This is an optimization exercise on Yosys and OpenROAD, whose aim is small area, a short achievable clock period and few clock cycles per item, not a production implementation.
Function was checked by simulation only, so behaviour that the tests miss may differ from the original.

==> flow/config.mk <==
export PLATFORM = sky130hd
export DESIGN_NAME = nn_mac_array
export DESIGN_NICKNAME = nn_mac_array
export VERILOG_FILES = /design/flow/design.v
export SDC_FILE = /design/flow/constraint.sdc
export NUM_CORES = 4
export LEC_CHECK = 0
export CAP_MARGIN = 20
export CORE_MARGIN = 2
export CORE_UTILIZATION = 40
export SETUP_SLACK_MARGIN = 4.2
export SLEW_MARGIN = 20
==> flow/constraint.sdc <==
create_clock -name core_clock -period 8.0 [get_ports {clk}]
set_input_delay 1.6000 -clock core_clock [delete_from_list [all_inputs] [get_ports {clk}]]
set_output_delay 1.6000 -clock core_clock [all_outputs]
set_load 0.01 [all_outputs]
==> flow/design.v <==
module nn_mac_array #(
    parameter int LANES  = 4,
    parameter int DWIDTH = 16,
    parameter int FRAC   = 8,
    parameter int AWIDTH = 40,
    parameter int CWIDTH = 16
) (
    input  logic                    clk,
    input  logic                    rst_n,
    input  logic                    s_valid,
    output logic                    s_ready,
    input  logic                    s_last,
    input  logic [DWIDTH-1:0]       s_x,
    input  logic [LANES*DWIDTH-1:0] s_w,
    input  logic [LANES*DWIDTH-1:0] s_bias,
    input  logic                    relu_en,
    output logic                    m_valid,
    input  logic                    m_ready,
    output logic [LANES*DWIDTH-1:0] m_data,
    output logic [LANES-1:0]        m_ovf,
    output logic [CWIDTH-1:0]       m_count,
    output logic                    busy
);
    localparam logic [AWIDTH-1:0] M0 = 40'h7fffffff;
    localparam logic [AWIDTH-1:0] M1 = 40'h7ffffffd;
    localparam logic [AWIDTH-1:0] K0 = 40'hff80000000;
    localparam logic [AWIDTH-1:0] K1 = 40'h0;
    localparam logic [AWIDTH-1:0] RND = AWIDTH'(1) << (FRAC-1);
    logic s_hs;
    assign s_hs = s_valid & s_ready;
    assign busy = ~s_ready;
    logic [7:0]              enc_one, enc_two, enc_neg;
    logic [7:0]              x_one, x_two, x_neg;
    logic [7:0]              x_one_n, x_two_n, x_neg_n;
    logic [LANES*DWIDTH-1:0] w0;
    logic [DWIDTH-1:0]       b0 [LANES];
    logic                    bc0 [LANES];
    logic                    v0, l0, relu0;
    always_comb begin
        for (int j = 0; j < 8; j++) begin
            logic lo, mid, hi;
            lo  = (j == 0) ? 1'b0 : s_x[2*j-1];
            mid = s_x[2*j];
            hi  = s_x[2*j+1];
            enc_one[j] = s_hs & (mid ^ lo);
            enc_two[j] = s_hs & ((hi & ~mid & ~lo) | (~hi & mid & lo));
            enc_neg[j] = s_hs & hi;
        end
    end
    always_ff @(posedge clk) begin
        x_one   <= enc_one;
        x_two   <= enc_two;
        x_neg   <= enc_neg;
        x_one_n <= ~enc_one;
        x_two_n <= ~enc_two;
        x_neg_n <= ~enc_neg;
        w0      <= s_w;
        for (int i = 0; i < LANES; i++) begin
            logic [DWIDTH-1:0] bg;
            logic [5:0]        mid;
            bg     = (s_hs & s_last) ? s_bias[i*DWIDTH +: DWIDTH] : '0;
            mid    = {1'b0, bg[10:6]} + {5'b0, enc_neg[7]};
            b0[i]  <= {bg[15:11], mid[4:0], bg[5:0]};
            bc0[i] <= mid[5];
        end
        l0    <= s_last;
        relu0 <= relu_en;
    end
    logic                v1, l1, relu1;
    logic [AWIDTH-1:0]   t0_q [LANES];
    logic [AWIDTH-1:0]   t1_q [LANES];
    for (genvar i = 0; i < LANES; i++) begin : g_tree
        logic [AWIDTH-1:0] t0, t1;
        nn_mac_lane_tree u_tree (
            .one (i[0] ? ~x_one_n : x_one),
            .two (i[0] ? ~x_two_n : x_two),
            .neg (i[0] ? ~x_neg_n : x_neg),
            .w   (w0[i*DWIDTH +: DWIDTH]),
            .b   (b0[i]),
            .bc  (bc0[i]),
            .r0  (t0),
            .r1  (t1)
        );
        always_ff @(posedge clk) begin
            t0_q[i] <= t0;
            t1_q[i] <= t1;
        end
    end
    always_ff @(posedge clk) begin
        l1    <= l0;
        relu1 <= relu0;
    end
    logic                a_fin, a_init, a_relu;
    logic [CWIDTH-1:0]   a_cnt;
    logic [AWIDTH-1:0]   acc_q [LANES];
    logic                fin, out_free, done, relu_f;
    logic [CWIDTH-1:0]   cnt_f;
    logic [AWIDTH-1:0]   sum [LANES];
    logic [LANES-1:0]    all0, all1;
    assign fin      = (v1 & l1) | a_fin;         
    assign out_free = ~m_valid;
    assign done     = fin & out_free;             
    assign relu_f   = v1 ? relu1 : a_relu;
    assign cnt_f    = v1 ? (a_cnt + {{(CWIDTH-1){1'b0}}, ~&a_cnt}) : a_cnt;
    logic [AWIDTH-1:0] add_a [LANES];
    logic [AWIDTH-1:0] add_b [LANES];
    logic [AWIDTH-1:0] add_s [LANES];
    for (genvar i = 0; i < LANES; i++) begin : g_add
        logic [AWIDTH-1:0] y0, y1;
        assign y0       = (t0_q[i] & M0) | K0;
        assign y1       = (t1_q[i] & M1) | K1;
        assign add_a[i] = acc_q[i] ^ y0 ^ y1;
        assign add_b[i] = ((acc_q[i] & y0) | (acc_q[i] & y1) | (y0 & y1)) << 1;
        nn_mac_add u_add (.a(add_a[i]), .b(add_b[i]), .s(add_s[i]));
    end
    always_comb begin
        for (int i = 0; i < LANES; i++) begin
            logic [AWIDTH-1:0] p, q;
            p      = add_a[i];
            q      = add_b[i];
            sum[i] = add_s[i];
            begin
                logic ok0, ok1;
                ok0 = 1'b1;
                ok1 = 1'b1;
                for (int k = FRAC+DWIDTH; k < AWIDTH; k++) begin
                    ok0 &= ~((p[k] ^ q[k]) ^ (p[k-1] | q[k-1]));
                    ok1 &=  ((p[k] ^ q[k]) ^ (p[k-1] & q[k-1]));
                end
                all0[i] = ok0 & ~sum[i][FRAC+DWIDTH-1];
                all1[i] = ok1 &  sum[i][FRAC+DWIDTH-1];
            end
        end
    end
    always_ff @(posedge clk) begin
        a_relu <= relu_f;
        a_cnt  <= (done | a_init) ? '0 : cnt_f;
        for (int i = 0; i < LANES; i++)
            acc_q[i] <= (done | a_init) ? RND : sum[i];
    end
    always_ff @(posedge clk) begin
        if (done) begin
            m_count <= cnt_f;
            for (int i = 0; i < LANES; i++) begin
                logic ovf, neg;
                logic [DWIDTH-1:0] r;
                ovf = ~(all0[i] | all1[i]);
                neg = sum[i][AWIDTH-1];
                r   = ovf ? {neg, {(DWIDTH-1){~neg}}} : sum[i][FRAC +: DWIDTH];
                if (relu_f && r[DWIDTH-1]) r = '0;
                m_data[i*DWIDTH +: DWIDTH] <= r;
                m_ovf[i] <= ovf;
            end
        end
    end
    logic       a_fin_d, m_valid_d;
    logic [2:0] closed_d;
    assign a_fin_d   = fin & ~out_free;
    assign m_valid_d = done | (m_valid & ~m_ready);
    assign closed_d  = {2'b0, s_hs & s_last} + {2'b0, v0 & l0} + {2'b0, a_fin_d} + {2'b0, m_valid_d};
    always_ff @(posedge clk or negedge rst_n) begin
        if (!rst_n) begin
            s_ready <= 1'b0;
            v0      <= 1'b0;
            v1      <= 1'b0;
            a_fin   <= 1'b0;
            a_init  <= 1'b1;
            m_valid <= 1'b0;
        end else begin
            s_ready <= (closed_d <= 3'd1);
            v0      <= s_hs;
            v1      <= v0;
            a_fin   <= a_fin_d;
            a_init  <= 1'b0;
            m_valid <= m_valid_d;
        end
    end
endmodule
module nn_mac_lane_tree (
    input  logic [7:0]  one, two, neg,
    input  logic [15:0] w,
    input  logic [15:0] b,
    input  logic        bc,
    output logic [39:0] r0, r1
);
    wire pp1 = (one[0] & w[0]) ^ neg[0];
    wire pp2 = ((one[0] & w[1]) | (two[0] & w[0])) ^ neg[0];
    wire pp3 = ((one[0] & w[2]) | (two[0] & w[1])) ^ neg[0];
    wire pp4 = ((one[0] & w[3]) | (two[0] & w[2])) ^ neg[0];
    wire pp5 = ((one[0] & w[4]) | (two[0] & w[3])) ^ neg[0];
    wire pp6 = ((one[0] & w[5]) | (two[0] & w[4])) ^ neg[0];
    wire pp7 = ((one[0] & w[6]) | (two[0] & w[5])) ^ neg[0];
    wire pp8 = ((one[0] & w[7]) | (two[0] & w[6])) ^ neg[0];
    wire pp9 = ((one[0] & w[8]) | (two[0] & w[7])) ^ neg[0];
    wire pp10 = ((one[0] & w[9]) | (two[0] & w[8])) ^ neg[0];
    wire pp11 = ((one[0] & w[10]) | (two[0] & w[9])) ^ neg[0];
    wire pp12 = ((one[0] & w[11]) | (two[0] & w[10])) ^ neg[0];
    wire pp13 = ((one[0] & w[12]) | (two[0] & w[11])) ^ neg[0];
    wire pp14 = ((one[0] & w[13]) | (two[0] & w[12])) ^ neg[0];
    wire pp15 = ((one[0] & w[14]) | (two[0] & w[13])) ^ neg[0];
    wire pp16 = ((one[0] & w[15]) | (two[0] & w[14])) ^ neg[0];
    wire pp17 = ((one[0] | two[0]) & w[15]) ^ neg[0];
    wire pn18 = ~pp17;
    wire pp19 = (one[1] & w[0]) ^ neg[1];
    wire pp20 = ((one[1] & w[1]) | (two[1] & w[0])) ^ neg[1];
    wire pp21 = ((one[1] & w[2]) | (two[1] & w[1])) ^ neg[1];
    wire pp22 = ((one[1] & w[3]) | (two[1] & w[2])) ^ neg[1];
    wire pp23 = ((one[1] & w[4]) | (two[1] & w[3])) ^ neg[1];
    wire pp24 = ((one[1] & w[5]) | (two[1] & w[4])) ^ neg[1];
    wire pp25 = ((one[1] & w[6]) | (two[1] & w[5])) ^ neg[1];
    wire pp26 = ((one[1] & w[7]) | (two[1] & w[6])) ^ neg[1];
    wire pp27 = ((one[1] & w[8]) | (two[1] & w[7])) ^ neg[1];
    wire pp28 = ((one[1] & w[9]) | (two[1] & w[8])) ^ neg[1];
    wire pp29 = ((one[1] & w[10]) | (two[1] & w[9])) ^ neg[1];
    wire pp30 = ((one[1] & w[11]) | (two[1] & w[10])) ^ neg[1];
    wire pp31 = ((one[1] & w[12]) | (two[1] & w[11])) ^ neg[1];
    wire pp32 = ((one[1] & w[13]) | (two[1] & w[12])) ^ neg[1];
    wire pp33 = ((one[1] & w[14]) | (two[1] & w[13])) ^ neg[1];
    wire pp34 = ((one[1] & w[15]) | (two[1] & w[14])) ^ neg[1];
    wire pp35 = ~(((one[1] | two[1]) & w[15]) ^ neg[1]);
    wire pp36 = (one[2] & w[0]) ^ neg[2];
    wire pp37 = ((one[2] & w[1]) | (two[2] & w[0])) ^ neg[2];
    wire pp38 = ((one[2] & w[2]) | (two[2] & w[1])) ^ neg[2];
    wire pp39 = ((one[2] & w[3]) | (two[2] & w[2])) ^ neg[2];
    wire pp40 = ((one[2] & w[4]) | (two[2] & w[3])) ^ neg[2];
    wire pp41 = ((one[2] & w[5]) | (two[2] & w[4])) ^ neg[2];
    wire pp42 = ((one[2] & w[6]) | (two[2] & w[5])) ^ neg[2];
    wire pp43 = ((one[2] & w[7]) | (two[2] & w[6])) ^ neg[2];
    wire pp44 = ((one[2] & w[8]) | (two[2] & w[7])) ^ neg[2];
    wire pp45 = ((one[2] & w[9]) | (two[2] & w[8])) ^ neg[2];
    wire pp46 = ((one[2] & w[10]) | (two[2] & w[9])) ^ neg[2];
    wire pp47 = ((one[2] & w[11]) | (two[2] & w[10])) ^ neg[2];
    wire pp48 = ((one[2] & w[12]) | (two[2] & w[11])) ^ neg[2];
    wire pp49 = ((one[2] & w[13]) | (two[2] & w[12])) ^ neg[2];
    wire pp50 = ((one[2] & w[14]) | (two[2] & w[13])) ^ neg[2];
    wire pp51 = ((one[2] & w[15]) | (two[2] & w[14])) ^ neg[2];
    wire pp52 = ~(((one[2] | two[2]) & w[15]) ^ neg[2]);
    wire pp53 = (one[3] & w[0]) ^ neg[3];
    wire pp54 = ((one[3] & w[1]) | (two[3] & w[0])) ^ neg[3];
    wire pp55 = ((one[3] & w[2]) | (two[3] & w[1])) ^ neg[3];
    wire pp56 = ((one[3] & w[3]) | (two[3] & w[2])) ^ neg[3];
    wire pp57 = ((one[3] & w[4]) | (two[3] & w[3])) ^ neg[3];
    wire pp58 = ((one[3] & w[5]) | (two[3] & w[4])) ^ neg[3];
    wire pp59 = ((one[3] & w[6]) | (two[3] & w[5])) ^ neg[3];
    wire pp60 = ((one[3] & w[7]) | (two[3] & w[6])) ^ neg[3];
    wire pp61 = ((one[3] & w[8]) | (two[3] & w[7])) ^ neg[3];
    wire pp62 = ((one[3] & w[9]) | (two[3] & w[8])) ^ neg[3];
    wire pp63 = ((one[3] & w[10]) | (two[3] & w[9])) ^ neg[3];
    wire pp64 = ((one[3] & w[11]) | (two[3] & w[10])) ^ neg[3];
    wire pp65 = ((one[3] & w[12]) | (two[3] & w[11])) ^ neg[3];
    wire pp66 = ((one[3] & w[13]) | (two[3] & w[12])) ^ neg[3];
    wire pp67 = ((one[3] & w[14]) | (two[3] & w[13])) ^ neg[3];
    wire pp68 = ((one[3] & w[15]) | (two[3] & w[14])) ^ neg[3];
    wire pp69 = ~(((one[3] | two[3]) & w[15]) ^ neg[3]);
    wire pp70 = (one[4] & w[0]) ^ neg[4];
    wire pp71 = ((one[4] & w[1]) | (two[4] & w[0])) ^ neg[4];
    wire pp72 = ((one[4] & w[2]) | (two[4] & w[1])) ^ neg[4];
    wire pp73 = ((one[4] & w[3]) | (two[4] & w[2])) ^ neg[4];
    wire pp74 = ((one[4] & w[4]) | (two[4] & w[3])) ^ neg[4];
    wire pp75 = ((one[4] & w[5]) | (two[4] & w[4])) ^ neg[4];
    wire pp76 = ((one[4] & w[6]) | (two[4] & w[5])) ^ neg[4];
    wire pp77 = ((one[4] & w[7]) | (two[4] & w[6])) ^ neg[4];
    wire pp78 = ((one[4] & w[8]) | (two[4] & w[7])) ^ neg[4];
    wire pp79 = ((one[4] & w[9]) | (two[4] & w[8])) ^ neg[4];
    wire pp80 = ((one[4] & w[10]) | (two[4] & w[9])) ^ neg[4];
    wire pp81 = ((one[4] & w[11]) | (two[4] & w[10])) ^ neg[4];
    wire pp82 = ((one[4] & w[12]) | (two[4] & w[11])) ^ neg[4];
    wire pp83 = ((one[4] & w[13]) | (two[4] & w[12])) ^ neg[4];
    wire pp84 = ((one[4] & w[14]) | (two[4] & w[13])) ^ neg[4];
    wire pp85 = ((one[4] & w[15]) | (two[4] & w[14])) ^ neg[4];
    wire pp86 = ~(((one[4] | two[4]) & w[15]) ^ neg[4]);
    wire pp87 = (one[5] & w[0]) ^ neg[5];
    wire pp88 = ((one[5] & w[1]) | (two[5] & w[0])) ^ neg[5];
    wire pp89 = ((one[5] & w[2]) | (two[5] & w[1])) ^ neg[5];
    wire pp90 = ((one[5] & w[3]) | (two[5] & w[2])) ^ neg[5];
    wire pp91 = ((one[5] & w[4]) | (two[5] & w[3])) ^ neg[5];
    wire pp92 = ((one[5] & w[5]) | (two[5] & w[4])) ^ neg[5];
    wire pp93 = ((one[5] & w[6]) | (two[5] & w[5])) ^ neg[5];
    wire pp94 = ((one[5] & w[7]) | (two[5] & w[6])) ^ neg[5];
    wire pp95 = ((one[5] & w[8]) | (two[5] & w[7])) ^ neg[5];
    wire pp96 = ((one[5] & w[9]) | (two[5] & w[8])) ^ neg[5];
    wire pp97 = ((one[5] & w[10]) | (two[5] & w[9])) ^ neg[5];
    wire pp98 = ((one[5] & w[11]) | (two[5] & w[10])) ^ neg[5];
    wire pp99 = ((one[5] & w[12]) | (two[5] & w[11])) ^ neg[5];
    wire pp100 = ((one[5] & w[13]) | (two[5] & w[12])) ^ neg[5];
    wire pp101 = ((one[5] & w[14]) | (two[5] & w[13])) ^ neg[5];
    wire pp102 = ((one[5] & w[15]) | (two[5] & w[14])) ^ neg[5];
    wire pp103 = ~(((one[5] | two[5]) & w[15]) ^ neg[5]);
    wire pp104 = (one[6] & w[0]) ^ neg[6];
    wire pp105 = ((one[6] & w[1]) | (two[6] & w[0])) ^ neg[6];
    wire pp106 = ((one[6] & w[2]) | (two[6] & w[1])) ^ neg[6];
    wire pp107 = ((one[6] & w[3]) | (two[6] & w[2])) ^ neg[6];
    wire pp108 = ((one[6] & w[4]) | (two[6] & w[3])) ^ neg[6];
    wire pp109 = ((one[6] & w[5]) | (two[6] & w[4])) ^ neg[6];
    wire pp110 = ((one[6] & w[6]) | (two[6] & w[5])) ^ neg[6];
    wire pp111 = ((one[6] & w[7]) | (two[6] & w[6])) ^ neg[6];
    wire pp112 = ((one[6] & w[8]) | (two[6] & w[7])) ^ neg[6];
    wire pp113 = ((one[6] & w[9]) | (two[6] & w[8])) ^ neg[6];
    wire pp114 = ((one[6] & w[10]) | (two[6] & w[9])) ^ neg[6];
    wire pp115 = ((one[6] & w[11]) | (two[6] & w[10])) ^ neg[6];
    wire pp116 = ((one[6] & w[12]) | (two[6] & w[11])) ^ neg[6];
    wire pp117 = ((one[6] & w[13]) | (two[6] & w[12])) ^ neg[6];
    wire pp118 = ((one[6] & w[14]) | (two[6] & w[13])) ^ neg[6];
    wire pp119 = ((one[6] & w[15]) | (two[6] & w[14])) ^ neg[6];
    wire pp120 = ~(((one[6] | two[6]) & w[15]) ^ neg[6]);
    wire pp121 = (one[7] & w[0]) ^ neg[7];
    wire pp122 = ((one[7] & w[1]) | (two[7] & w[0])) ^ neg[7];
    wire pp123 = ((one[7] & w[2]) | (two[7] & w[1])) ^ neg[7];
    wire pp124 = ((one[7] & w[3]) | (two[7] & w[2])) ^ neg[7];
    wire pp125 = ((one[7] & w[4]) | (two[7] & w[3])) ^ neg[7];
    wire pp126 = ((one[7] & w[5]) | (two[7] & w[4])) ^ neg[7];
    wire pp127 = ((one[7] & w[6]) | (two[7] & w[5])) ^ neg[7];
    wire pp128 = ((one[7] & w[7]) | (two[7] & w[6])) ^ neg[7];
    wire pp129 = ((one[7] & w[8]) | (two[7] & w[7])) ^ neg[7];
    wire pp130 = ((one[7] & w[9]) | (two[7] & w[8])) ^ neg[7];
    wire pp131 = ((one[7] & w[10]) | (two[7] & w[9])) ^ neg[7];
    wire pp132 = ((one[7] & w[11]) | (two[7] & w[10])) ^ neg[7];
    wire pp133 = ((one[7] & w[12]) | (two[7] & w[11])) ^ neg[7];
    wire pp134 = ((one[7] & w[13]) | (two[7] & w[12])) ^ neg[7];
    wire pp135 = ((one[7] & w[14]) | (two[7] & w[13])) ^ neg[7];
    wire pp136 = ((one[7] & w[15]) | (two[7] & w[14])) ^ neg[7];
    wire pp137 = ~(((one[7] | two[7]) & w[15]) ^ neg[7]);
    wire bn138 = ~b[15];
    wire hs139 = pp9 ^ pp25;
    wire hc140 = pp9 & pp25;
    wire hs141 = pp10 ^ pp26;
    wire hc142 = pp10 & pp26;
    wire ft143 = pp11 ^ pp27;
    wire fs144 = ft143 ^ pp42;
    wire fc145 = (pp11 & pp27) | (ft143 & pp42);
    wire hs146 = pp57 ^ pp72;
    wire hc147 = pp57 & pp72;
    wire ft148 = pp12 ^ pp28;
    wire fs149 = ft148 ^ pp43;
    wire fc150 = (pp12 & pp28) | (ft148 & pp43);
    wire hs151 = pp58 ^ pp73;
    wire hc152 = pp58 & pp73;
    wire ft153 = pp13 ^ pp29;
    wire fs154 = ft153 ^ pp44;
    wire fc155 = (pp13 & pp29) | (ft153 & pp44);
    wire ft156 = pp59 ^ pp74;
    wire fs157 = ft156 ^ pp89;
    wire fc158 = (pp59 & pp74) | (ft156 & pp89);
    wire hs159 = pp104 ^ neg[6];
    wire hc160 = pp104 & neg[6];
    wire ft161 = pp14 ^ pp30;
    wire fs162 = ft161 ^ pp45;
    wire fc163 = (pp14 & pp30) | (ft161 & pp45);
    wire ft164 = pp60 ^ pp75;
    wire fs165 = ft164 ^ pp90;
    wire fc166 = (pp60 & pp75) | (ft164 & pp90);
    wire hs167 = pp105 ^ b[5];
    wire hc168 = pp105 & b[5];
    wire ft169 = pp15 ^ pp31;
    wire fs170 = ft169 ^ pp46;
    wire fc171 = (pp15 & pp31) | (ft169 & pp46);
    wire ft172 = pp61 ^ pp76;
    wire fs173 = ft172 ^ pp91;
    wire fc174 = (pp61 & pp76) | (ft172 & pp91);
    wire ft175 = pp106 ^ pp121;
    wire fs176 = ft175 ^ b[6];
    wire fc177 = (pp106 & pp121) | (ft175 & b[6]);
    wire ft178 = pp16 ^ pp32;
    wire fs179 = ft178 ^ pp47;
    wire fc180 = (pp16 & pp32) | (ft178 & pp47);
    wire ft181 = pp62 ^ pp77;
    wire fs182 = ft181 ^ pp92;
    wire fc183 = (pp62 & pp77) | (ft181 & pp92);
    wire ft184 = pp107 ^ pp122;
    wire fs185 = ft184 ^ b[7];
    wire fc186 = (pp107 & pp122) | (ft184 & b[7]);
    wire ft187 = pp17 ^ pp33;
    wire fs188 = ft187 ^ pp48;
    wire fc189 = (pp17 & pp33) | (ft187 & pp48);
    wire ft190 = pp63 ^ pp78;
    wire fs191 = ft190 ^ pp93;
    wire fc192 = (pp63 & pp78) | (ft190 & pp93);
    wire ft193 = pp108 ^ pp123;
    wire fs194 = ft193 ^ b[8];
    wire fc195 = (pp108 & pp123) | (ft193 & b[8]);
    wire ft196 = pp17 ^ pp34;
    wire fs197 = ft196 ^ pp49;
    wire fc198 = (pp17 & pp34) | (ft196 & pp49);
    wire ft199 = pp64 ^ pp79;
    wire fs200 = ft199 ^ pp94;
    wire fc201 = (pp64 & pp79) | (ft199 & pp94);
    wire ft202 = pp109 ^ pp124;
    wire fs203 = ft202 ^ b[9];
    wire fc204 = (pp109 & pp124) | (ft202 & b[9]);
    wire ft205 = pn18 ^ pp35;
    wire fs206 = ft205 ^ pp50;
    wire fc207 = (pn18 & pp35) | (ft205 & pp50);
    wire ft208 = pp65 ^ pp80;
    wire fs209 = ft208 ^ pp95;
    wire fc210 = (pp65 & pp80) | (ft208 & pp95);
    wire ft211 = pp110 ^ pp125;
    wire fs212 = ft211 ^ b[10];
    wire fc213 = (pp110 & pp125) | (ft211 & b[10]);
    wire ft214 = pp51 ^ pp66;
    wire fs215 = ft214 ^ pp81;
    wire fc216 = (pp51 & pp66) | (ft214 & pp81);
    wire ft217 = pp96 ^ pp111;
    wire fs218 = ft217 ^ pp126;
    wire fc219 = (pp96 & pp111) | (ft217 & pp126);
    wire fs220 = ~(b[11] ^ bc);
    wire fc221 = b[11] | bc;
    wire ft222 = pp52 ^ pp67;
    wire fs223 = ft222 ^ pp82;
    wire fc224 = (pp52 & pp67) | (ft222 & pp82);
    wire ft225 = pp97 ^ pp112;
    wire fs226 = ft225 ^ pp127;
    wire fc227 = (pp97 & pp112) | (ft225 & pp127);
    wire ft228 = pp68 ^ pp83;
    wire fs229 = ft228 ^ pp98;
    wire fc230 = (pp68 & pp83) | (ft228 & pp98);
    wire hs231 = pp113 ^ pp128;
    wire hc232 = pp113 & pp128;
    wire ft233 = pp69 ^ pp84;
    wire fs234 = ft233 ^ pp99;
    wire fc235 = (pp69 & pp84) | (ft233 & pp99);
    wire hs236 = pp7 ^ pp23;
    wire hc237 = pp7 & pp23;
    wire hs238 = pp8 ^ pp24;
    wire hc239 = pp8 & pp24;
    wire ft240 = hs139 ^ pp40;
    wire fs241 = ft240 ^ pp55;
    wire fc242 = (hs139 & pp40) | (ft240 & pp55);
    wire hs243 = pp70 ^ neg[4];
    wire hc244 = pp70 & neg[4];
    wire ft245 = hs141 ^ pp41;
    wire fs246 = ft245 ^ pp56;
    wire fc247 = (hs141 & pp41) | (ft245 & pp56);
    wire ft248 = pp71 ^ b[1];
    wire fs249 = ft248 ^ hc140;
    wire fc250 = (pp71 & b[1]) | (ft248 & hc140);
    wire ft251 = fs144 ^ hs146;
    wire fs252 = ft251 ^ pp87;
    wire fc253 = (fs144 & hs146) | (ft251 & pp87);
    wire ft254 = neg[5] ^ b[2];
    wire fs255 = ft254 ^ hc142;
    wire fc256 = (neg[5] & b[2]) | (ft254 & hc142);
    wire ft257 = fs149 ^ hs151;
    wire fs258 = ft257 ^ pp88;
    wire fc259 = (fs149 & hs151) | (ft257 & pp88);
    wire ft260 = b[3] ^ fc145;
    wire fs261 = ft260 ^ hc147;
    wire fc262 = (b[3] & fc145) | (ft260 & hc147);
    wire ft263 = fs154 ^ fs157;
    wire fs264 = ft263 ^ hs159;
    wire fc265 = (fs154 & fs157) | (ft263 & hs159);
    wire ft266 = b[4] ^ fc150;
    wire fs267 = ft266 ^ hc152;
    wire fc268 = (b[4] & fc150) | (ft266 & hc152);
    wire ft269 = fs162 ^ fs165;
    wire fs270 = ft269 ^ hs167;
    wire fc271 = (fs162 & fs165) | (ft269 & hs167);
    wire ft272 = fc155 ^ fc158;
    wire fs273 = ft272 ^ hc160;
    wire fc274 = (fc155 & fc158) | (ft272 & hc160);
    wire ft275 = fs170 ^ fs173;
    wire fs276 = ft275 ^ fs176;
    wire fc277 = (fs170 & fs173) | (ft275 & fs176);
    wire ft278 = fc163 ^ fc166;
    wire fs279 = ft278 ^ hc168;
    wire fc280 = (fc163 & fc166) | (ft278 & hc168);
    wire ft281 = fs179 ^ fs182;
    wire fs282 = ft281 ^ fs185;
    wire fc283 = (fs179 & fs182) | (ft281 & fs185);
    wire ft284 = fc171 ^ fc174;
    wire fs285 = ft284 ^ fc177;
    wire fc286 = (fc171 & fc174) | (ft284 & fc177);
    wire ft287 = fs188 ^ fs191;
    wire fs288 = ft287 ^ fs194;
    wire fc289 = (fs188 & fs191) | (ft287 & fs194);
    wire ft290 = fc180 ^ fc183;
    wire fs291 = ft290 ^ fc186;
    wire fc292 = (fc180 & fc183) | (ft290 & fc186);
    wire ft293 = fs197 ^ fs200;
    wire fs294 = ft293 ^ fs203;
    wire fc295 = (fs197 & fs200) | (ft293 & fs203);
    wire ft296 = fc189 ^ fc192;
    wire fs297 = ft296 ^ fc195;
    wire fc298 = (fc189 & fc192) | (ft296 & fc195);
    wire ft299 = fs206 ^ fs209;
    wire fs300 = ft299 ^ fs212;
    wire fc301 = (fs206 & fs209) | (ft299 & fs212);
    wire ft302 = fc198 ^ fc201;
    wire fs303 = ft302 ^ fc204;
    wire fc304 = (fc198 & fc201) | (ft302 & fc204);
    wire ft305 = fs215 ^ fs218;
    wire fs306 = ft305 ^ fs220;
    wire fc307 = (fs215 & fs218) | (ft305 & fs220);
    wire ft308 = fc207 ^ fc210;
    wire fs309 = ft308 ^ fc213;
    wire fc310 = (fc207 & fc210) | (ft308 & fc213);
    wire ft311 = fs223 ^ fs226;
    wire fs312 = ft311 ^ b[12];
    wire fc313 = (fs223 & fs226) | (ft311 & b[12]);
    wire ft314 = fc216 ^ fc219;
    wire fs315 = ft314 ^ fc221;
    wire fc316 = (fc216 & fc219) | (ft314 & fc221);
    wire ft317 = fs229 ^ hs231;
    wire fs318 = ft317 ^ b[13];
    wire fc319 = (fs229 & hs231) | (ft317 & b[13]);
    wire fs320 = ~(fc224 ^ fc227);
    wire fc321 = fc224 | fc227;
    wire ft322 = fs234 ^ pp114;
    wire fs323 = ft322 ^ pp129;
    wire fc324 = (fs234 & pp114) | (ft322 & pp129);
    wire ft325 = b[14] ^ fc230;
    wire fs326 = ft325 ^ hc232;
    wire fc327 = (b[14] & fc230) | (ft325 & hc232);
    wire ft328 = pp85 ^ pp100;
    wire fs329 = ft328 ^ pp115;
    wire fc330 = (pp85 & pp100) | (ft328 & pp115);
    wire ft331 = pp130 ^ bn138;
    wire fs332 = ft331 ^ fc235;
    wire fc333 = (pp130 & bn138) | (ft331 & fc235);
    wire ft334 = pp86 ^ pp101;
    wire fs335 = ft334 ^ pp116;
    wire fc336 = (pp86 & pp101) | (ft334 & pp116);
    wire hs337 = pp102 ^ pp117;
    wire hc338 = pp102 & pp117;
    wire hs339 = pp5 ^ pp21;
    wire hc340 = pp5 & pp21;
    wire hs341 = pp6 ^ pp22;
    wire hc342 = pp6 & pp22;
    wire ft343 = hs236 ^ pp38;
    wire fs344 = ft343 ^ pp53;
    wire fc345 = (hs236 & pp38) | (ft343 & pp53);
    wire ft346 = hs238 ^ pp39;
    wire fs347 = ft346 ^ pp54;
    wire fc348 = (hs238 & pp39) | (ft346 & pp54);
    wire ft349 = fs241 ^ hs243;
    wire fs350 = ft349 ^ b[0];
    wire fc351 = (fs241 & hs243) | (ft349 & b[0]);
    wire ft352 = fs246 ^ fs249;
    wire fs353 = ft352 ^ fc242;
    wire fc354 = (fs246 & fs249) | (ft352 & fc242);
    wire ft355 = fs252 ^ fs255;
    wire fs356 = ft355 ^ fc247;
    wire fc357 = (fs252 & fs255) | (ft355 & fc247);
    wire ft358 = fs258 ^ fs261;
    wire fs359 = ft358 ^ fc253;
    wire fc360 = (fs258 & fs261) | (ft358 & fc253);
    wire ft361 = fs264 ^ fs267;
    wire fs362 = ft361 ^ fc259;
    wire fc363 = (fs264 & fs267) | (ft361 & fc259);
    wire ft364 = fs270 ^ fs273;
    wire fs365 = ft364 ^ fc265;
    wire fc366 = (fs270 & fs273) | (ft364 & fc265);
    wire ft367 = fs276 ^ fs279;
    wire fs368 = ft367 ^ fc271;
    wire fc369 = (fs276 & fs279) | (ft367 & fc271);
    wire ft370 = fs282 ^ fs285;
    wire fs371 = ft370 ^ fc277;
    wire fc372 = (fs282 & fs285) | (ft370 & fc277);
    wire ft373 = fs288 ^ fs291;
    wire fs374 = ft373 ^ fc283;
    wire fc375 = (fs288 & fs291) | (ft373 & fc283);
    wire ft376 = fs294 ^ fs297;
    wire fs377 = ft376 ^ fc289;
    wire fc378 = (fs294 & fs297) | (ft376 & fc289);
    wire ft379 = fs300 ^ fs303;
    wire fs380 = ft379 ^ fc295;
    wire fc381 = (fs300 & fs303) | (ft379 & fc295);
    wire ft382 = fs306 ^ fs309;
    wire fs383 = ft382 ^ fc301;
    wire fc384 = (fs306 & fs309) | (ft382 & fc301);
    wire ft385 = fs312 ^ fs315;
    wire fs386 = ft385 ^ fc307;
    wire fc387 = (fs312 & fs315) | (ft385 & fc307);
    wire ft388 = fs318 ^ fs320;
    wire fs389 = ft388 ^ fc313;
    wire fc390 = (fs318 & fs320) | (ft388 & fc313);
    wire ft391 = fs323 ^ fs326;
    wire fs392 = ft391 ^ fc319;
    wire fc393 = (fs323 & fs326) | (ft391 & fc319);
    wire ft394 = fs329 ^ fs332;
    wire fs395 = ft394 ^ fc324;
    wire fc396 = (fs329 & fs332) | (ft394 & fc324);
    wire ft397 = fs335 ^ pp131;
    wire fs398 = ft397 ^ fc330;
    wire fc399 = (fs335 & pp131) | (ft397 & fc330);
    wire ft400 = hs337 ^ pp132;
    wire fs401 = ft400 ^ fc336;
    wire fc402 = (hs337 & pp132) | (ft400 & fc336);
    wire ft403 = pp103 ^ pp118;
    wire fs404 = ft403 ^ pp133;
    wire fc405 = (pp103 & pp118) | (ft403 & pp133);
    wire hs406 = pp119 ^ pp134;
    wire hc407 = pp119 & pp134;
    wire hs408 = pp3 ^ pp19;
    wire hc409 = pp3 & pp19;
    wire hs410 = pp4 ^ pp20;
    wire hc411 = pp4 & pp20;
    wire ft412 = hs339 ^ pp36;
    wire fs413 = ft412 ^ neg[2];
    wire fc414 = (hs339 & pp36) | (ft412 & neg[2]);
    wire ft415 = hs341 ^ pp37;
    wire fs416 = ft415 ^ hc340;
    wire fc417 = (hs341 & pp37) | (ft415 & hc340);
    wire ft418 = fs344 ^ neg[3];
    wire fs419 = ft418 ^ hc342;
    wire fc420 = (fs344 & neg[3]) | (ft418 & hc342);
    wire ft421 = fs347 ^ hc237;
    wire fs422 = ft421 ^ fc345;
    wire fc423 = (fs347 & hc237) | (ft421 & fc345);
    wire ft424 = fs350 ^ hc239;
    wire fs425 = ft424 ^ fc348;
    wire fc426 = (fs350 & hc239) | (ft424 & fc348);
    wire ft427 = fs353 ^ hc244;
    wire fs428 = ft427 ^ fc351;
    wire fc429 = (fs353 & hc244) | (ft427 & fc351);
    wire ft430 = fs356 ^ fc250;
    wire fs431 = ft430 ^ fc354;
    wire fc432 = (fs356 & fc250) | (ft430 & fc354);
    wire ft433 = fs359 ^ fc256;
    wire fs434 = ft433 ^ fc357;
    wire fc435 = (fs359 & fc256) | (ft433 & fc357);
    wire ft436 = fs362 ^ fc262;
    wire fs437 = ft436 ^ fc360;
    wire fc438 = (fs362 & fc262) | (ft436 & fc360);
    wire ft439 = fs365 ^ fc268;
    wire fs440 = ft439 ^ fc363;
    wire fc441 = (fs365 & fc268) | (ft439 & fc363);
    wire ft442 = fs368 ^ fc274;
    wire fs443 = ft442 ^ fc366;
    wire fc444 = (fs368 & fc274) | (ft442 & fc366);
    wire ft445 = fs371 ^ fc280;
    wire fs446 = ft445 ^ fc369;
    wire fc447 = (fs371 & fc280) | (ft445 & fc369);
    wire ft448 = fs374 ^ fc286;
    wire fs449 = ft448 ^ fc372;
    wire fc450 = (fs374 & fc286) | (ft448 & fc372);
    wire ft451 = fs377 ^ fc292;
    wire fs452 = ft451 ^ fc375;
    wire fc453 = (fs377 & fc292) | (ft451 & fc375);
    wire ft454 = fs380 ^ fc298;
    wire fs455 = ft454 ^ fc378;
    wire fc456 = (fs380 & fc298) | (ft454 & fc378);
    wire ft457 = fs383 ^ fc304;
    wire fs458 = ft457 ^ fc381;
    wire fc459 = (fs383 & fc304) | (ft457 & fc381);
    wire ft460 = fs386 ^ fc310;
    wire fs461 = ft460 ^ fc384;
    wire fc462 = (fs386 & fc310) | (ft460 & fc384);
    wire ft463 = fs389 ^ fc316;
    wire fs464 = ft463 ^ fc387;
    wire fc465 = (fs389 & fc316) | (ft463 & fc387);
    wire ft466 = fs392 ^ fc321;
    wire fs467 = ft466 ^ fc390;
    wire fc468 = (fs392 & fc321) | (ft466 & fc390);
    wire ft469 = fs395 ^ fc327;
    wire fs470 = ft469 ^ fc393;
    wire fc471 = (fs395 & fc327) | (ft469 & fc393);
    wire ft472 = fs398 ^ fc333;
    wire fs473 = ft472 ^ fc396;
    wire fc474 = (fs398 & fc333) | (ft472 & fc396);
    wire fs475 = ~(fs401 ^ fc399);
    wire fc476 = fs401 | fc399;
    wire ft477 = fs404 ^ hc338;
    wire fs478 = ft477 ^ fc402;
    wire fc479 = (fs404 & hc338) | (ft477 & fc402);
    wire fs480 = ~(hs406 ^ fc405);
    wire fc481 = hs406 | fc405;
    wire ft482 = pp120 ^ pp135;
    wire fs483 = ft482 ^ hc407;
    wire fc484 = (pp120 & pp135) | (ft482 & hc407);
    wire fn485 = ~pp136;
    assign r0[0] = pp1;
    assign r0[1] = pp2;
    assign r0[2] = hs408;
    assign r0[3] = hs410;
    assign r0[4] = fs413;
    assign r0[5] = fs416;
    assign r0[6] = fs419;
    assign r0[7] = fs422;
    assign r0[8] = fs425;
    assign r0[9] = fs428;
    assign r0[10] = fs431;
    assign r0[11] = fs434;
    assign r0[12] = fs437;
    assign r0[13] = fs440;
    assign r0[14] = fs443;
    assign r0[15] = fs446;
    assign r0[16] = fs449;
    assign r0[17] = fs452;
    assign r0[18] = fs455;
    assign r0[19] = fs458;
    assign r0[20] = fs461;
    assign r0[21] = fs464;
    assign r0[22] = fs467;
    assign r0[23] = fs470;
    assign r0[24] = fs473;
    assign r0[25] = fs475;
    assign r0[26] = fs478;
    assign r0[27] = fs480;
    assign r0[28] = fs483;
    assign r0[29] = fn485;
    assign r0[30] = pp137;
    assign r0[31] = 1'b1;
    assign r0[32] = 1'b1;
    assign r0[33] = 1'b1;
    assign r0[34] = 1'b1;
    assign r0[35] = 1'b1;
    assign r0[36] = 1'b1;
    assign r0[37] = 1'b1;
    assign r0[38] = 1'b1;
    assign r0[39] = 1'b1;
    assign r1[0] = neg[0];
    assign r1[1] = 1'b0;
    assign r1[2] = neg[1];
    assign r1[3] = hc409;
    assign r1[4] = hc411;
    assign r1[5] = fc414;
    assign r1[6] = fc417;
    assign r1[7] = fc420;
    assign r1[8] = fc423;
    assign r1[9] = fc426;
    assign r1[10] = fc429;
    assign r1[11] = fc432;
    assign r1[12] = fc435;
    assign r1[13] = fc438;
    assign r1[14] = fc441;
    assign r1[15] = fc444;
    assign r1[16] = fc447;
    assign r1[17] = fc450;
    assign r1[18] = fc453;
    assign r1[19] = fc456;
    assign r1[20] = fc459;
    assign r1[21] = fc462;
    assign r1[22] = fc465;
    assign r1[23] = fc468;
    assign r1[24] = fc471;
    assign r1[25] = fc474;
    assign r1[26] = fc476;
    assign r1[27] = fc479;
    assign r1[28] = fc481;
    assign r1[29] = fc484;
    assign r1[30] = pp136;
    assign r1[31] = 1'b0;
    assign r1[32] = 1'b0;
    assign r1[33] = 1'b0;
    assign r1[34] = 1'b0;
    assign r1[35] = 1'b0;
    assign r1[36] = 1'b0;
    assign r1[37] = 1'b0;
    assign r1[38] = 1'b0;
    assign r1[39] = 1'b0;
endmodule
module nn_mac_add (
    input  logic [39:0] a, b,
    output logic [39:0] s
);
    logic [39:0] g0, p0;
    assign g0 = a & b;
    assign p0 = a ^ b;
    wire g1_1 = g0[1] | (p0[1] & g0[0]);
    wire g1_3 = g0[3] | (p0[3] & g0[2]);
    wire p1_3 = p0[3] & p0[2];
    wire g1_5 = g0[5] | (p0[5] & g0[4]);
    wire p1_5 = p0[5] & p0[4];
    wire g1_7 = g0[7] | (p0[7] & g0[6]);
    wire p1_7 = p0[7] & p0[6];
    wire g1_9 = g0[9] | (p0[9] & g0[8]);
    wire p1_9 = p0[9] & p0[8];
    wire g1_11 = g0[11] | (p0[11] & g0[10]);
    wire p1_11 = p0[11] & p0[10];
    wire g1_13 = g0[13] | (p0[13] & g0[12]);
    wire p1_13 = p0[13] & p0[12];
    wire g1_15 = g0[15] | (p0[15] & g0[14]);
    wire p1_15 = p0[15] & p0[14];
    wire g1_17 = g0[17] | (p0[17] & g0[16]);
    wire p1_17 = p0[17] & p0[16];
    wire g1_19 = g0[19] | (p0[19] & g0[18]);
    wire p1_19 = p0[19] & p0[18];
    wire g1_21 = g0[21] | (p0[21] & g0[20]);
    wire p1_21 = p0[21] & p0[20];
    wire g1_23 = g0[23] | (p0[23] & g0[22]);
    wire p1_23 = p0[23] & p0[22];
    wire g1_25 = g0[25] | (p0[25] & g0[24]);
    wire p1_25 = p0[25] & p0[24];
    wire g1_27 = g0[27] | (p0[27] & g0[26]);
    wire p1_27 = p0[27] & p0[26];
    wire g1_29 = g0[29] | (p0[29] & g0[28]);
    wire p1_29 = p0[29] & p0[28];
    wire g1_31 = g0[31] | (p0[31] & g0[30]);
    wire p1_31 = p0[31] & p0[30];
    wire g1_33 = g0[33] | (p0[33] & g0[32]);
    wire p1_33 = p0[33] & p0[32];
    wire g1_35 = g0[35] | (p0[35] & g0[34]);
    wire p1_35 = p0[35] & p0[34];
    wire g1_37 = g0[37] | (p0[37] & g0[36]);
    wire p1_37 = p0[37] & p0[36];
    wire g1_39 = g0[39] | (p0[39] & g0[38]);
    wire p1_39 = p0[39] & p0[38];
    wire g2_2 = g0[2] | (p0[2] & g1_1);
    wire g2_3 = g1_3 | (p1_3 & g1_1);
    wire g2_6 = g0[6] | (p0[6] & g1_5);
    wire p2_6 = p0[6] & p1_5;
    wire g2_7 = g1_7 | (p1_7 & g1_5);
    wire p2_7 = p1_7 & p1_5;
    wire g2_10 = g0[10] | (p0[10] & g1_9);
    wire p2_10 = p0[10] & p1_9;
    wire g2_11 = g1_11 | (p1_11 & g1_9);
    wire p2_11 = p1_11 & p1_9;
    wire g2_14 = g0[14] | (p0[14] & g1_13);
    wire p2_14 = p0[14] & p1_13;
    wire g2_15 = g1_15 | (p1_15 & g1_13);
    wire p2_15 = p1_15 & p1_13;
    wire g2_18 = g0[18] | (p0[18] & g1_17);
    wire p2_18 = p0[18] & p1_17;
    wire g2_19 = g1_19 | (p1_19 & g1_17);
    wire p2_19 = p1_19 & p1_17;
    wire g2_22 = g0[22] | (p0[22] & g1_21);
    wire p2_22 = p0[22] & p1_21;
    wire g2_23 = g1_23 | (p1_23 & g1_21);
    wire p2_23 = p1_23 & p1_21;
    wire g2_26 = g0[26] | (p0[26] & g1_25);
    wire p2_26 = p0[26] & p1_25;
    wire g2_27 = g1_27 | (p1_27 & g1_25);
    wire p2_27 = p1_27 & p1_25;
    wire g2_30 = g0[30] | (p0[30] & g1_29);
    wire p2_30 = p0[30] & p1_29;
    wire g2_31 = g1_31 | (p1_31 & g1_29);
    wire p2_31 = p1_31 & p1_29;
    wire g2_34 = g0[34] | (p0[34] & g1_33);
    wire p2_34 = p0[34] & p1_33;
    wire g2_35 = g1_35 | (p1_35 & g1_33);
    wire p2_35 = p1_35 & p1_33;
    wire g2_38 = g0[38] | (p0[38] & g1_37);
    wire p2_38 = p0[38] & p1_37;
    wire g2_39 = g1_39 | (p1_39 & g1_37);
    wire p2_39 = p1_39 & p1_37;
    wire g3_4 = g0[4] | (p0[4] & g2_3);
    wire g3_5 = g1_5 | (p1_5 & g2_3);
    wire g3_6 = g2_6 | (p2_6 & g2_3);
    wire g3_7 = g2_7 | (p2_7 & g2_3);
    wire g3_12 = g0[12] | (p0[12] & g2_11);
    wire p3_12 = p0[12] & p2_11;
    wire g3_13 = g1_13 | (p1_13 & g2_11);
    wire p3_13 = p1_13 & p2_11;
    wire g3_14 = g2_14 | (p2_14 & g2_11);
    wire p3_14 = p2_14 & p2_11;
    wire g3_15 = g2_15 | (p2_15 & g2_11);
    wire p3_15 = p2_15 & p2_11;
    wire g3_20 = g0[20] | (p0[20] & g2_19);
    wire p3_20 = p0[20] & p2_19;
    wire g3_21 = g1_21 | (p1_21 & g2_19);
    wire p3_21 = p1_21 & p2_19;
    wire g3_22 = g2_22 | (p2_22 & g2_19);
    wire p3_22 = p2_22 & p2_19;
    wire g3_23 = g2_23 | (p2_23 & g2_19);
    wire p3_23 = p2_23 & p2_19;
    wire g3_28 = g0[28] | (p0[28] & g2_27);
    wire p3_28 = p0[28] & p2_27;
    wire g3_29 = g1_29 | (p1_29 & g2_27);
    wire p3_29 = p1_29 & p2_27;
    wire g3_30 = g2_30 | (p2_30 & g2_27);
    wire p3_30 = p2_30 & p2_27;
    wire g3_31 = g2_31 | (p2_31 & g2_27);
    wire p3_31 = p2_31 & p2_27;
    wire g3_36 = g0[36] | (p0[36] & g2_35);
    wire p3_36 = p0[36] & p2_35;
    wire g3_37 = g1_37 | (p1_37 & g2_35);
    wire p3_37 = p1_37 & p2_35;
    wire g3_38 = g2_38 | (p2_38 & g2_35);
    wire p3_38 = p2_38 & p2_35;
    wire g3_39 = g2_39 | (p2_39 & g2_35);
    wire p3_39 = p2_39 & p2_35;
    wire g4_8 = g0[8] | (p0[8] & g3_7);
    wire g4_9 = g1_9 | (p1_9 & g3_7);
    wire g4_10 = g2_10 | (p2_10 & g3_7);
    wire g4_11 = g2_11 | (p2_11 & g3_7);
    wire g4_12 = g3_12 | (p3_12 & g3_7);
    wire g4_13 = g3_13 | (p3_13 & g3_7);
    wire g4_14 = g3_14 | (p3_14 & g3_7);
    wire g4_15 = g3_15 | (p3_15 & g3_7);
    wire g4_24 = g0[24] | (p0[24] & g3_23);
    wire p4_24 = p0[24] & p3_23;
    wire g4_25 = g1_25 | (p1_25 & g3_23);
    wire p4_25 = p1_25 & p3_23;
    wire g4_26 = g2_26 | (p2_26 & g3_23);
    wire p4_26 = p2_26 & p3_23;
    wire g4_27 = g2_27 | (p2_27 & g3_23);
    wire p4_27 = p2_27 & p3_23;
    wire g4_28 = g3_28 | (p3_28 & g3_23);
    wire p4_28 = p3_28 & p3_23;
    wire g4_29 = g3_29 | (p3_29 & g3_23);
    wire p4_29 = p3_29 & p3_23;
    wire g4_30 = g3_30 | (p3_30 & g3_23);
    wire p4_30 = p3_30 & p3_23;
    wire g4_31 = g3_31 | (p3_31 & g3_23);
    wire p4_31 = p3_31 & p3_23;
    wire g5_16 = g0[16] | (p0[16] & g4_15);
    wire g5_17 = g1_17 | (p1_17 & g4_15);
    wire g5_18 = g2_18 | (p2_18 & g4_15);
    wire g5_19 = g2_19 | (p2_19 & g4_15);
    wire g5_20 = g3_20 | (p3_20 & g4_15);
    wire g5_21 = g3_21 | (p3_21 & g4_15);
    wire g5_22 = g3_22 | (p3_22 & g4_15);
    wire g5_23 = g3_23 | (p3_23 & g4_15);
    wire g5_24 = g4_24 | (p4_24 & g4_15);
    wire g5_25 = g4_25 | (p4_25 & g4_15);
    wire g5_26 = g4_26 | (p4_26 & g4_15);
    wire g5_27 = g4_27 | (p4_27 & g4_15);
    wire g5_28 = g4_28 | (p4_28 & g4_15);
    wire g5_29 = g4_29 | (p4_29 & g4_15);
    wire g5_30 = g4_30 | (p4_30 & g4_15);
    wire g5_31 = g4_31 | (p4_31 & g4_15);
    wire g6_32 = g0[32] | (p0[32] & g5_31);
    wire g6_33 = g1_33 | (p1_33 & g5_31);
    wire g6_34 = g2_34 | (p2_34 & g5_31);
    wire g6_35 = g2_35 | (p2_35 & g5_31);
    wire g6_36 = g3_36 | (p3_36 & g5_31);
    wire g6_37 = g3_37 | (p3_37 & g5_31);
    wire g6_38 = g3_38 | (p3_38 & g5_31);
    wire g6_39 = g3_39 | (p3_39 & g5_31);
    assign s = p0 ^ {g6_38, g6_37, g6_36, g6_35, g6_34, g6_33, g6_32, g5_31, g5_30, g5_29, g5_28, g5_27, g5_26, g5_25, g5_24, g5_23, g5_22, g5_21, g5_20, g5_19, g5_18, g5_17, g5_16, g4_15, g4_14, g4_13, g4_12, g4_11, g4_10, g4_9, g4_8, g3_7, g3_6, g3_5, g3_4, g2_3, g2_2, g1_1, g0[0], 1'b0};
endmodule
==> flow/run.sh <==
#!/bin/bash
# synth_recipe.tcl (not shown) runs the flow's synth.tcl, then flattens the netlist and writes it again
# the make line also repeats each setting of config.mk as NAME=value (left out here)
make -C /OpenROAD-flow-scripts/flow DESIGN_CONFIG=/design/flow/config.mk WORK_HOME=/design/flow/orfs CLKGATE_MAP_FILE= SYNTH_SCRIPT=/design/flow/synth_recipe.tcl finish
==> results of run 1 <==
==> layout by cell type (no fill, tap or decap), drive strengths merged, types with 72 or more instances in the layout <==
cell type | synthesis | final
nor2 | 203 | 203
buf | 42 | 72
ha | 308 | 308
o21ai | 119 | 119
clkbuf | 283 | 105
inv | 635 | 643
edfxtp | 84 | 84
xnor2 | 452 | 452
fa | 573 | 573
clkdlybuf4s50 | 0 | 236
dfxtp | 601 | 601
a22oi | 241 | 241
xor2 | 336 | 336
and2 | 92 | 92
o22ai | 244 | 244
nand2 | 151 | 152
==> registers in the layout, summed over array words and instances, names as in the netlist, 4 cells and up <==
register  flops
b0           64
acc_q       160
x_one         8
x_one_n       8
x_two         8
x_two_n       8
g_add.y0    124
m_data       64
bc0           4
x_neg_n       8
m_count      16
w0           64
m_ovf         4
x_neg         8
a_cnt        16
g_add.y1    116
==> cell type report <==
type | instances | area, um^2 | area share
Clock inverter | 41 | 439 | 0.00783
Clock buffer | 105 | 2200 | 0.0392
Sequential cell | 691 | 14800 | 0.263
Inverter | 638 | 2430 | 0.0434
Timing Repair Buffer | 308 | 2970 | 0.0530
Tap cell | 1625 | 2030 | 0.0362
Multi-Input combinational cell | 3108 | 31300 | 0.557
==> worst max-delay path by stage <==
stage	start	endpoint	slack (ns)	cells past startpoint
after global routing	g_add[2].y0[18]$_DFF_P_	m_data[43]$_SDFFCE_PP0P_	4.12	12
after detailed placement	g_add[1].y1[2]$_DFF_P_	m_data[25]$_SDFFCE_PP0P_	3.59	12
after global placement	s_last	b0[1][10]$_DFF_P_	3.67	9
after CTS	g_add[0].y0[2]$_DFF_P_	m_data[9]$_SDFFCE_PP0P_	4.18	12
final	w0[44]$_DFF_P_	g_add[2].y0[21]$_DFF_P_	4.25	9
after floorplan	g_add[0].y1[2]$_DFF_P_	m_data[12]$_SDFFCE_PP0P_	4.35	13
==> timing repair <==
| item | 4_1_cts | 5_1_grt |
|---|---|---|
| setup endpoints to repair | 134 | 177 |
| pin swaps | 8 | 30 |
| cloned | 2 | 1 |
| buffers inserted | 10 | 12 |
| gates resized for setup | 67 | 81 |
==> cells in the mapped netlist, types with 9 or more instances <==
cell | count | area [um^2]
a21oi_1 | 70 | 350
o21bai_1 | 12 | 90.1
fa_1 | 573 | 11500
xnor2_1 | 452 | 3960
o22ai_1 | 244 | 1530
and3_1 | 14 | 87.6
o21ai_2 | 11 | 96.3
nand2b_1 | 21 | 131
xor2_1 | 336 | 2940
edfxtp_1 | 84 | 2520
nor2_1 | 203 | 762
a211oi_1 | 9 | 67.6
o21a_1 | 14 | 105
and2_1 | 92 | 576
nand2_1 | 150 | 563
or2_2 | 10 | 62.6
buf_1 | 39 | 146
a22oi_1 | 241 | 1810
dfxtp_1 | 601 | 12000
nor3_1 | 19 | 95.1
clkbuf_1 | 283 | 1060
nand4_1 | 38 | 238
ha_1 | 308 | 3850
nand3_1 | 24 | 120
a21o_1 | 28 | 210
nor4_1 | 16 | 100
nor2b_1 | 12 | 75.1
inv_1 | 632 | 2370
a31oi_1 | 23 | 144
o21ai_0 | 104 | 521
==> per-stage QoR <==
step	instances	util	hold slack (ns)	worst slack, ns
2_1_floorplan	4759	-	0.310	4.35
3_3_place_gp	6344	0.432	0.346	3.67
3_5_place_dp	6345	0.432	0.348	3.59
4_1_cts	6503	0.457	0.360	4.18
5_1_grt	6516	0.461	0.364	4.12
6_report	6516	0.461	0.352	4.25
==> worst reg2reg max path: cells and delay by family, from the launching register on <==
family,cells,cell delay (ns)
compound gates,1,0.19
fa+ha+maj,4,2.17
xor+xnor,1,0.21
buf+inv,3,0.18
flops,1,0.87
==> kinds of logic after synthesis <==
kind of cell / Yosys count / share of synthesized area
buffers and inverters: 963 / 0.0741
adders and majority gates: 881 / 0.313
AOI/OAI and AO/OA: 797 / 0.108
xor gates and xnor gates: 788 / 0.141
DFF: 691 / 0.300
and+or+nand+nor: 630 / 0.0622
muxes: 8 / 0.00179
other: 1 / 0.0000766
==> routing by layer <==
metal / vias to the layer above / wire length, um
met5: - / 13
met4: 2 / 3590
met3: 255 / 12300
met2: 1399 / 58300
met1: 16940 / 62400
li1: 15536 / -
==> notes.md, run 1 <==
CTS Sinks=691; I/O Pins=237; Syn Nets=5,790; Crit path largest cell delay=0.87 ns; CTS tree=yes; die height=354 um; Synth Register Bits=691; most common flop cell mapped by yosys=dfxtp_1; Total Routing Usage GR=0.217; Critical Path RT=8.55 ns; die area=125,000 um^2; Cell Chain, Critical Path=a22oi_1, xor2_1, fa_1, inv_1, fa_1, fa_1, inv_1, fa_1, inv_1; crit start category=flop; worst hold start=relu0$_DFF_P_; reg2reg setup slack=4.25 ns; cell mode on critical path=fa_1; R2R depth=9; Placer Congestion=0.870; Mapped Cells=4,759; number of port buffers=236; nets=5,858; num rows=128; vias=34,132; Worst-Skew Late Latency=0.67 ns; Async SR Flop Fraction=0.00868; Initial Util=0.402; post-synthesis cell area=49,000 um^2; Top Usage Layer GRT=met2; Worst Hold End=relu1$_DFF_P_; number of antenna diodes=0; Die W=354 um; share of layout cells above drive strength 1=0.0732; syn_area_per_cell=10.3 um^2; worst r2r src=w0[44]$_DFF_P_; WP buf/inv=3; worst slew pin tran=0.914 ns; max_cap viols=0; worst hold path depth=0; global-route wire length before repair=211 mm; Slew Limit Fails=0; slowest CP cell=dfxtp_1; GR Layer Usage met2=0.325; Slew headroom=0.390; # setup viols final=0; clk buf depth=3; EDFF count, synth=84; Routed WL=137 mm; CP top delay family=adder cells; GR Overflow Total=0; DP Area=52,600 um^2; Fin Clk Skew=0.0306 ns; FMAX=267 MHz; FF-to-FF End=g_add[2].y0[21]$_DFF_P_; largest net degree at the start of global routing=69; antenna violations before repair=9; TritonRoute pass-1 iters=6; Clock transition at path regs=0.06 ns; Seq/Total Area, Yosys=0.300; Min-Delay Path Class=flop to flop; # hold bufs at CTS=0; Final Hold Viols=0; CP Max Fanout=16; routed length per instance=21.0 um; vias in the first global route=35,833; area growth from synthesis to layout=14.5%; Final min period=3.75 ns; synth unique cells=71; RSZ-0062 raised after global routing=true; Setup CP Type=flop to flop; Antenna Nets Post-Route=0; fillcell total=11,392; # DRC=0; Core ar.=122,000 um^2; HPWL Detailed=96.1 mm; Max H-tree Level=3; crit path DAT=4.30 ns; status=complete, no violations; TritonCTS Buffers=80; global routing usage on met3=0.0491; vias per inst=5.24; GRT met1 Usage=0.310; DRT iter0 DRCs=2,561; fin crit share=0.469; Yosys warnings=18; design area=56,100 um^2; setup TNS=0 ns; clock root buffer master=clkbuf_16; Worst Setup End Kind=flop
Testbench counts, summed over its fixed seeds: cycles 13,941, items 1,600.
==> inputs of run 2 (changes only) <==
--- a/flow/config.mk
+++ b/flow/config.mk
@@ -10,3 +10,3 @@
 export CORE_UTILIZATION = 40
-export SETUP_SLACK_MARGIN = 4.2
+export SETUP_SLACK_MARGIN = 4.5
 export SLEW_MARGIN = 20
==> run 2 against run 1 <==
Effect of this change: largest cell class unchanged; via count rose by 2.6%; still clean on timing, DRC and antenna; count of clock-buffer cells in the layout rose by 10.
==> notes.md, run 2 <==
# hold bufs at CTS=0 (unchanged); RSZ-0062 raised after global routing=true; number of port buffers=236 (unchanged); Crit path largest cell delay=0.56 ns (-0.31 ns); Area contributors post-synth=dfxtp_1 (25%), fa_1 (23%), xnor2_1 (8.1%); I/O Pins=237 (unchanged); Biggest register=acc_q; Worst-Skew Late Latency=0.71 ns (+0.04 ns); Seq/Total Area, Yosys=0.300 (unchanged); number of antenna diodes=0 (unchanged); Synth area leader=dfxtp_1; R2R depth=12 (+3); Synth Register Bits=691 (unchanged); Slew Limit Fails=0 (unchanged); Antenna Nets Post-Route=0 (unchanged); DRT iter0 DRCs=2,575 (+0.55%); num rows=128 (unchanged); design area=58,800 um^2 (+4.9%); FF-to-FF End=m_data[4]$_SDFFCE_PP0P_; Setup CP Type=flop to flop; count leader, synth=inv_1; Worst Hold End=l1$_DFF_P_; vias=35,031 (+2.6%); Slew headroom=0.439 (+0.0486); Yosys warnings=18 (unchanged); area growth from synthesis to layout=20.2%; HPWL Detailed=95.9 mm (-0.22%); worst hold start=l0$_DFF_P_; Hold Slack=0.353 ns (+0.000966 ns); fillcell total=11,075 (-2.8%); # DRC=0 (unchanged); vias per inst=5.27 (+0.52%); synth unique cells=71 (unchanged); Initial Util=0.402 (unchanged); syn_area_per_cell=10.3 um^2 (unchanged); worst slew pin tran=0.835 ns (-0.0798 ns); global-route wire length before repair=215 mm (+1.5%); CP Max Fanout=8 (-8); status=complete, no violations; DP Area=52,500 um^2 (-0.10%); Die W=354 um (unchanged); TritonRoute pass-1 iters=6 (unchanged); EDFF count, synth=84 (unchanged); crit path DAT=4.24 ns (-0.06 ns); clock root buffer master=clkbuf_16; die area=125,000 um^2 (unchanged); Min-Delay Path Class=flop to flop; nets=5,995 (+2.3%); Synth Area in XOR/XNOR=0.141 (unchanged); post-synthesis simple-gate area fraction=0.0622 (unchanged); Syn Nets=5,790 (unchanged); most common flop cell mapped by yosys=dfxtp_1; crit start category=flop; largest net degree at the start of global routing=69 (unchanged); cell mode on critical path=o21a_1; Synth Area in Compound Gates=0.108 (unchanged); max_cap viols=0 (unchanged); Critical Path RT=8.55 ns (about the same); Final min period=3.69 ns (-0.0593 ns); share of layout cells above drive strength 1=0.129 (+0.0555); Synth top area share=0.246 (unchanged); routed length per instance=21.6 um (+2.9%); antenna violations before repair=6 (-3); setup TNS=0 ns (unchanged); worst hold path depth=0 (unchanged); clk buf depth=3 (unchanged); CTS Sinks=691 (unchanged); CTS tree=yes; Total Routing Usage GR=0.222 (+0.00489); worst r2r src=g_add[0].y1[2]$_DFF_P_; Max H-tree Level=3 (unchanged); Worst Setup End Kind=flop; Placer Congestion=0.857 (-1.5%); Core ar.=122,000 um^2 (unchanged); Commonest cells post-synth=inv_1 (632), dfxtp_1 (601), fa_1 (573); Mapped Cells=4,759 (unchanged); die height=354 um (unchanged); slowest CP cell=fa_1; Final Hold Viols=0 (unchanged); Routed WL=143 mm (+5.0%); GR Overflow Total=0 (unchanged); leading cell type in the layout, fill and taps excluded=inv_1; Fin Clk Skew=0.0420 ns (+0.0113 ns); # setup viols final=0 (unchanged); max FFs per register=160 (unchanged); most frequent cells in the layout=inv_1 (603), fa_1 (570), dfxtp_1 (528); mux share of post-synthesis cell area=0.00179 (unchanged); Cell Chain, Critical Path=fa_1, ha_1, a21o_1, a31o_4, and3_4, o21a_1, o21a_1, a311o_2, or4_4, nor2_4, a41oi_4, o21ai_1; reg2reg setup slack=4.31 ns (+0.06 ns); vias in the first global route=36,364 (+1.5%); largest family of logic cells by synthesized area=adder cells; TritonCTS Buffers=80 (unchanged); post-synthesis cell area=49,000 um^2 (unchanged); Synth Area in Adders=0.313 (unchanged); Clock transition at path regs=0.06 ns (about the same); fin crit share=0.462 (-0.00741); FMAX=271 MHz (+1.6%); Async SR Flop Fraction=0.00868 (unchanged)
run 2: changes by cell type in the layout (fill, tap and decap cells not counted), sizes merged:
cell | previous run | this run
clkbuf | 105 | 125
bufbuf | 0 | 1
clkdlybuf4s50 | 236 | 233
buf | 72 | 195
bufinv | 6 | 5
clkinvlp | 10 | 31
dlymetal6s2s | 0 | 3
nand2 | 152 | 153
nor2 | 203 | 204
inv | 643 | 614
run 2: cell type report:
cell class,count,area (um^2),area share
Multi-Input combinational cell,3110,31900,0.543
Sequential cell,691,14900,0.253
Timing Repair Buffer,442,4730,0.0804
Inverter,638,2530,0.0430
Clock buffer,115,2300,0.0390
Tap cell,1625,2030,0.0346
Clock inverter,31,430,0.00731
Timing Repair inverter,1,5.00,0.0000851
run 2: how the worst max path moves through the flow:
| stage | cells past startpoint | from | end | slack, ns |
|---|---|---|---|---|
| after CTS | 12 | g_add[0].y1[2]$_DFF_P_ | m_data[8]$_SDFFCE_PP0P_ | 4.30 |
| after floorplan | 13 | acc_q[0][4]$_SDFF_PP0_ | m_data[12]$_SDFFCE_PP0P_ | 4.43 |
| final | 12 | g_add[0].y1[2]$_DFF_P_ | m_data[4]$_SDFFCE_PP0P_ | 4.31 |
| after detailed placement | 12 | g_add[1].y1[2]$_DFF_P_ | m_data[54]$_SDFFCE_PP0P_ | 3.62 |
| after global placement | 12 | g_add[1].y1[2]$_DFF_P_ | m_data[16]$_SDFFCE_PP0P_ | 3.80 |
| after global routing | 14 | acc_q[3][13]$_SDFF_PP0_ | m_data[63]$_SDFFCE_PP0P_ | 4.19 |
run 2: stage by stage:
stage                     instances   util  setup WS [ns]
after detailed placement       6337  0.431           3.62
after global placement         6337  0.431           3.80
after CTS                      6559  0.467           4.30
after floorplan                4759      -           4.43
final                          6653  0.483           4.31
after global routing           6653  0.483           4.19
run 2: logic make-up after synthesis:
| kind of cell | count (synthesis) |
|---|---|
| buffers and inverters | 963 |
| adder cells (fa/ha/maj) | 881 |
| AO/OA/AOI/OAI | 797 |
| XOR/XNOR | 788 |
| flip-flops | 691 |
| AND/OR/NAND/NOR | 630 |
| multiplexers | 8 |
| other | 1 |
run 2: critical path, delay by kind of cell (launching register included):
kind                     cells  cell delay (ns)
AO/OA/AOI/OAI                7             1.50
AND/OR/NAND/NOR              3             0.91
flip-flops                   1             0.35
adder cells (fa/ha/maj)      2             0.80
run 2: repair_timing:
| item | in CTS | in global routing |
|---|---|---|
| gates resized for setup | 226 | 238 |
| pin swaps | 53 | 91 |
| setup buffers | 71 | 87 |
| setup endpoints to repair | 234 | 161 |
| cloned | 5 | 7 |
run 2: per-layer routing:
| layer | up-vias | routed length, um | global-route usage |
|---|---|---|---|
| met4 | 6 | 4670 | 0.0792 |
| met3 | 324 | 14000 | 0.0560 |
| met5 | - | 34 | 0 |
| met2 | 1530 | 62200 | 0.335 |
| li1 | 15815 | - | - |
| met1 | 17356 | 62600 | 0.308 |

-- re-timing with driven ports --
How much do the figures lean on ideal ports? The routed layouts below were timed once more, with nothing changed but the port constraints. Step 1: set_driving_cell puts a clkbuf_16 on clk and a buf_2 on each other input, an assumption about the parent block. Step 2 adds t to the input delays and takes it off the output delays; t is the mean of the earliest and latest rising clock arrival at the registers after step 1. Input paths then give back, and output paths get back, about the clock's delay inside the block. a / b / c = ideal / step 1 / step 2; a / b = the first two.
run	shift t [ns]	setup slack, ns	slew at the worst register clock pin (ns)	worst slew at a driven data input, ns
run 1	0.725	4.248 / 4.248 / 3.841	0.07 / 0.07	0.13
run 2	0.761	4.308 / 4.308 / 4.012	0.07 / 0.07	0.11
After both steps setup and hold are still met in every run listed. The setup slack of run 1, which loses most, moves by 0.000 ns with the drivers and by -0.407 ns with both steps.
